Context: an optimization exercise on an open-source flow, tuned for small area, a short achievable clock period and few clock cycles per item. The choices shown serve that exercise and are no tape-out recipe.
RTL that was checked went through simulation tests only; none was proved equivalent to the original.
No activity file was given, so power comes from the tool's default toggle rates.

== before ==
// execute_top
module execute_top (
    input  logic        clk,
    input  logic        rst,
    input  logic        flush,
    input  logic        alu_issue,
    input  logic [6:0]  alu_op_code,
    input  logic [2:0]  alu_funct3,
    input  logic [6:0]  alu_funct7,
    input  logic [31:0] alu_imm,
    input  logic [31:0] alu_pc,
    input  logic [31:0] alu_rs1,
    input  logic [31:0] alu_rs2,
    input  logic [5:0]  alu_pd,
    input  logic [4:0]  alu_rd,
    input  logic [4:0]  alu_rob,
    input  logic        alu_pred_taken,
    input  logic [31:0] alu_btb_pc_next,
    input  logic        mul_issue,
    input  logic [2:0]  mul_funct3,
    input  logic [31:0] mul_rs1,
    input  logic [31:0] mul_rs2,
    input  logic [5:0]  mul_pd,
    input  logic [4:0]  mul_rd,
    input  logic [4:0]  mul_rob,
    input  logic [31:0] mul_pc,
    output logic        mul_ready,
    output logic        alu_wb_valid,
    output logic [31:0] alu_pv,
    output logic [5:0]  alu_wb_pd,
    output logic [4:0]  alu_wb_rd,
    output logic [31:0] alu_wb_pc,
    output logic [4:0]  alu_wb_rob,
    output logic [31:0] alu_pc_next,
    output logic        alu_update_pc_next,
    output logic        alu_branch_taken,
    output logic        mul_wb_valid,
  ...
Size in the first run: ~6300 cells after synthesis, about 630 flip-flops, about 510 I/O pins, roughly 51000 um2 of cells after synthesis.
export LEC_CHECK = 0
export ABC_AREA = 1
export CAP_MARGIN = 20
export CORE_MARGIN = 2
export CORE_UTILIZATION = 40
export CTS_BUF_LIST = sky130_fd_sc_hd__clkbuf_8
export CTS_CLUSTER_SIZE = 25
export SLEW_MARGIN = 60
export TNS_END_PERCENT = 30
create_clock -name core_clock -period 10.0 [get_ports {clk}]
standard.sh (not shown) runs the stock make flow with config.mk's settings and CLKGATE_MAP_FILE= SYNTH_SCRIPT=/design/flow/synth_recipe.tcl, a recipe that flattens the netlist after the stock synthesis.
==> flow/flow/run.sh <==
#!/bin/bash
set -o pipefail
export SETUP_SLACK_MARGIN=6
export BUFFER_PORTS_ARGS="-buffer_cell sky130_fd_sc_hd__buf_2"
bash standard.sh > standard.log 2>&1
Testbench counts of before, summed over its fixed seeds: cycles 536, muls 512.
What after does differently from before at the input level:
Settings: PLACE_DENSITY: unset -> 0.72.
- The overall fraction of global-route tracks in use of after is lower than that of before.
- Cell count: after vs before, no meaningful difference
- Sort before and after by vias after detailed routing, ascending, and before comes first.

---

Setup of v6:
execute_top, a different RTL version from the one above (not shown whole).
For scale: ~6,500 cells after synthesis, roughly 660 flip-flops, roughly 510 I/O pins, ~52,000 µm² of cells after synthesis.
clock: 10.0 ns
lec_check: 0
abc_area: 1
cap_margin: 20
core_margin: 2
core_utilization: 40
slew_margin: 60
Scripts as last shown in full above: flow/flow/run.sh
v6 reached the final stage; the timing, design-rule and antenna checks on its layout passed.
Input-level comparison between v7 and v6:
# v6
export LEC_CHECK = 0
export ABC_AREA = 1
export CAP_MARGIN = 20
export CORE_MARGIN = 2
export CORE_UTILIZATION = 40
export SLEW_MARGIN = 60
create_clock -name core_clock -period 10.0 [get_ports {clk}]
# v7
export LEC_CHECK = 0
export ABC_AREA = 1
export CAP_MARGIN = 20
export CORE_MARGIN = 2
export CORE_UTILIZATION = 40
export CTS_BUF_LIST = sky130_fd_sc_hd__clkbuf_8
export CTS_CLUSTER_SIZE = 25
export SLEW_MARGIN = 60
export TNS_END_PERCENT = 30
create_clock -name core_clock -period 10.0 [get_ports {clk}]
Findings:
A end point of the critical path of u_execute.u_booth_mul.y2[33]$_DFF_P_ is what v7 shows, while u_execute.u_alu_unit.pvb_q[14]$_DFF_P_ belongs to v6. Wire length of the first global-routing pass up 0.93% in v7 wrt v6. Launching element of the worst setup path: alu_imm[0] -> v6, u_execute.u_booth_mul.m1_1[1]$_DFF_P_ -> v7. Most common cell after layout, fill and taps aside: nand2_1 -> v6, inv_1 -> v7. [compare] base=v6 new=v7: number of clock buffers in the layout climbed about 34%, level count of the clock H-tree barely changed.
No run of this note included a check of the RTL's function; only the layout flow was run.

---

RTL: one of the versions met above, not the one the previous note started from.
For scale: roughly 6300 cells after synthesis, about 510 I/O pins, roughly 51000 um^2 of cells after synthesis.
// execute_top
module execute_top (
    input  logic        clk,
    input  logic        rst,
    input  logic        flush,
    input  logic        alu_issue,
    input  logic [6:0]  alu_op_code,
    input  logic [2:0]  alu_funct3,
    input  logic [6:0]  alu_funct7,
    input  logic [31:0] alu_imm,
    input  logic [31:0] alu_pc,
    input  logic [31:0] alu_rs1,
    input  logic [31:0] alu_rs2,
    input  logic [5:0]  alu_pd,
    input  logic [4:0]  alu_rd,
    input  logic [4:0]  alu_rob,
    input  logic        alu_pred_taken,
    input  logic [31:0] alu_btb_pc_next,
    input  logic        mul_issue,
    input  logic [2:0]  mul_funct3,
    input  logic [31:0] mul_rs1,
    input  logic [31:0] mul_rs2,
    input  logic [5:0]  mul_pd,
    input  logic [4:0]  mul_rd,
    input  logic [4:0]  mul_rob,
    input  logic [31:0] mul_pc,
    output logic        mul_ready,
    output logic        alu_wb_valid,
    output logic [31:0] alu_pv,
    output logic [5:0]  alu_wb_pd,
    output logic [4:0]  alu_wb_rd,
    output logic [31:0] alu_wb_pc,
    output logic [4:0]  alu_wb_rob,
    output logic [31:0] alu_pc_next,
    output logic        alu_update_pc_next,
    output logic        alu_branch_taken,
    output logic        mul_wb_valid,
    output logic [31:0] mul_pv,
    output logic [5:0]  mul_wb_pd,
    output logic [4:0]  mul_wb_rd,
    output logic [31:0] mul_wb_pc,
    output logic [4:0]  mul_wb_rob
);
export LEC_CHECK = 0
export ABC_AREA = 1
export CAP_MARGIN = 20
export CORE_MARGIN = 2
export CORE_UTILIZATION = 40
export CTS_BUF_LIST = sky130_fd_sc_hd__clkbuf_8
export CTS_CLUSTER_SIZE = 25
export SLEW_MARGIN = 60
export TNS_END_PERCENT = 10
create_clock -name core_clock -period 10.0 [get_ports {clk}]
Scripts as last shown in full above: flow/flow/run.sh
Testbench counts at the start, summed over its fixed seeds: cycles 536, muls 512.
==> next run, changes <==
==> flow/flow/run.sh (replaced) <==
#!/bin/bash
set -o pipefail
export SETUP_SLACK_MARGIN=6.1
export BUFFER_PORTS_ARGS="-buffer_cell sky130_fd_sc_hd__buf_2"
bash standard.sh > standard.log 2>&1
--- a/flow/config.mk
+++ b/flow/config.mk
@@ -14,2 +14,2 @@
 export SLEW_MARGIN = 60
-export TNS_END_PERCENT = 10
+export TNS_END_PERCENT = 30
=>
- setup slack improves by 80 ps
- design area is higher by 0.96%
- utilization is higher by 0.44 points
- power is higher by 1.9%
- sequential share of layout area is lower by 0.22 points
==> next run, changes <==
==> flow/flow/run.sh (replaced) <==
#!/bin/bash
set -o pipefail
export SETUP_SLACK_MARGIN=6
export BUFFER_PORTS_ARGS="-buffer_cell sky130_fd_sc_hd__buf_2"
bash standard.sh > standard.log 2>&1
--- a/flow/config.mk
+++ b/flow/config.mk
@@ -13,3 +13,3 @@
 export CTS_CLUSTER_SIZE = 25
-export SLEW_MARGIN = 60
+export SLEW_MARGIN = 75
 export TNS_END_PERCENT = 30
Cell count goes up by 0.54%.
Utilization increases by 1.3 points.
Cell area came out higher by 2.9%.
Wire length fell by 3.5%.
Non-clock buffer count grows by 43.
Synthesized area stays the same.
Worst setup slack is worse by 6.4 ps.

---

RTL: one of the versions met above, not the one the previous note started from.
For scale: about 660 flip-flops, ~510 I/O pins, about 52,000 µm² of cells after synthesis.
export LEC_CHECK = 0
export ABC_AREA = 1
export CAP_MARGIN = 20
export CORE_MARGIN = 2
export CORE_UTILIZATION = 40
export CTS_BUF_LIST = sky130_fd_sc_hd__clkbuf_8
export CTS_CLUSTER_SIZE = 25
export SLEW_MARGIN = 60
create_clock -name core_clock -period 10.0 [get_ports {clk}]
==> flow/flow/run.sh <==
#!/bin/bash
set -o pipefail
export SETUP_SLACK_MARGIN=6
export BUFFER_PORTS_ARGS="-buffer_cell sky130_fd_sc_hd__buf_2"
bash standard.sh > standard.log 2>&1
The first run went through all stages and came out clean.
Edit:
--- a/flow/flow/run.sh
+++ b/flow/flow/run.sh
@@ -3 +3 @@
-export SETUP_SLACK_MARGIN=6
+export SETUP_SLACK_MARGIN=6.3
CTS_BUF_LIST = not set   (was sky130_fd_sc_hd__clkbuf_8)
CTS_CLUSTER_SIZE = not set   (was 25)
Result: Fmax increases slightly; core utilization increases by 3.4 points; worst setup slack gets better by 0.070 ns; critical path depth drops by 2; synthesized area stays the same; synthesized cell count stays the same; non-clock buffer count is higher by 125; global-route usage came out higher by 2.0 points; die area does not change.
Function was not checked in any run of this note: the RTL went through the layout flow alone.

---

Another version of the RTL of execute_top (not shown whole).
For scale: ~6400 cells after synthesis, roughly 540 flip-flops.
==> flow/config.mk <==
export PLATFORM = sky130hd
export DESIGN_NAME = execute_top
export DESIGN_NICKNAME = execute_top
export VERILOG_FILES = /design/flow/design.v
export SDC_FILE = /design/flow/constraint.sdc
export NUM_CORES = 4
export LEC_CHECK = 0
export ABC_AREA = 1
export CAP_MARGIN = 20
export CORE_MARGIN = 2
export CORE_UTILIZATION = 40
export SLEW_MARGIN = 20
==> flow/constraint.sdc <==
create_clock -name core_clock -period 10.0 [get_ports {clk}]
set_input_delay 2.0000 -clock core_clock [delete_from_list [all_inputs] [get_ports {clk}]]
set_output_delay 2.0000 -clock core_clock [all_outputs]
set_load 0.01 [all_outputs]
==> flow/flow/run.sh <==
#!/bin/bash
set -o pipefail
export SETUP_SLACK_MARGIN=6
bash standard.sh > standard.log 2>&1
The baseline ran to the end with no violations.
Testbench counts at the start, summed over its fixed seeds: cycles 536, muls 512.
Next try:
--- a/flow/flow/run.sh
+++ b/flow/flow/run.sh
@@ -3,0 +4 @@
+export BUFFER_PORTS_ARGS="-buffer_cell sky130_fd_sc_hd__buf_2"
Flip-flop and latch count is unchanged.
Maximum frequency shrinks by about 0.5%.
Routed wire length is lower by about 3%.
Via count came out lower by 0.48%.
Setup slack got worse by 0.022 ns.
Final area goes down by 5.0%.
Next try:
==> flow/run.sh (new file) <==
#!/bin/bash
# synth_recipe.tcl (not shown) runs the flow's synth.tcl, then flattens the netlist and writes it again
# the make line also repeats each setting of config.mk as NAME=value (left out here)
make -C /OpenROAD-flow-scripts/flow DESIGN_CONFIG=/design/flow/config.mk WORK_HOME=/design/flow/orfs CLKGATE_MAP_FILE= SYNTH_SCRIPT=/design/flow/synth_recipe.tcl finish
--- a/flow/config.mk
+++ b/flow/config.mk
@@ -11,0 +12 @@
+export SETUP_SLACK_MARGIN = 5
removed: flow/flow/run.sh
removed: flow/standard.sh
=> The changed run ran to the end with no violations. Clock power came out higher by about 4%. Utilization goes down by 1.3 points. Die area stays the same. First-iteration DRC count is lower by about 12%. Via count shrinks by 2.6%. Wire length fell by 2.9%. Count of clock-buffer cells in the layout grows by 1. Worst setup slack got worse by 0.89 ns. Global-route usage came out lower by 0.49 points. Combinational power is about the same.

==> re-timing with driven ports <==
Ports are ideal in the flow. The routed layouts listed here were re-timed in OpenROAD. Step 1: set_driving_cell puts a clkbuf_16 on clk and a buf_2 on each other input, an assumption about the parent block. Step 2, shift: input delay + t, output delay - t, t = (earliest + latest rising clock arrival at the registers) / 2. This alone moves slack from input paths to output paths. Three values: no drivers, after step 1, after step 2; two values: the first two.
run	shift t [ns]	setup WS [ns]	hold slack, ns	worst setup path at the end	clock arrival spread, ns
before	0.896	5.986 / 5.986 / 5.206	0.307 / 0.307 / 0.307	input to register	0.081 / 0.080
after	0.845	5.974 / 5.974 / 5.198	0.291 / 0.291 / 0.291	input to register	0.068 / 0.068
v6	0.750	5.959 / 5.967 / 5.217	0.314 / 0.314 / 0.314	input to register	0.053 / 0.054
v7	0.931	6.013 / 6.013 / 5.110	0.292 / 0.292 / 0.292	input to register	0.131 / 0.131
the first run of note 3	0.937	5.923 / 5.925 / 4.988	0.298 / 0.298 / 0.298	input to register	0.123 / 0.124
the second run of note 3	0.905	6.004 / 6.025 / 5.152	0.317 / 0.317 / 0.317	input to register	0.112 / 0.112
the third run of note 3	0.901	5.997 / 5.990 / 5.089	0.300 / 0.300 / 0.300	input to register	0.101 / 0.101
the first run of note 4	0.910	6.033 / 6.065 / 5.176	0.313 / 0.313 / 0.313	input to register	0.092 / 0.092
the second run of note 4	0.759	6.103 / 6.121 / 5.362	0.324 / 0.324 / 0.324	input to register	0.052 / 0.052
the first run of note 5	0.770	5.817 / 5.817 / 5.299	0.321 / 0.321 / 0.321	input to register	0.073 / 0.073
the second run of note 5	0.746	5.796 / 5.796 / 5.348	0.322 / 0.322 / 0.322	input to register	0.052 / 0.052
the third run of note 5	0.753	4.911 / 4.834 / 4.254	0.303 / 0.303 / 0.303	input to register	0.056 / 0.056
After both steps every run listed still meets setup and hold. The setup slack of the first run of note 3, which loses most, moves by +0.002 ns with the drivers and by -0.935 ns with both steps.
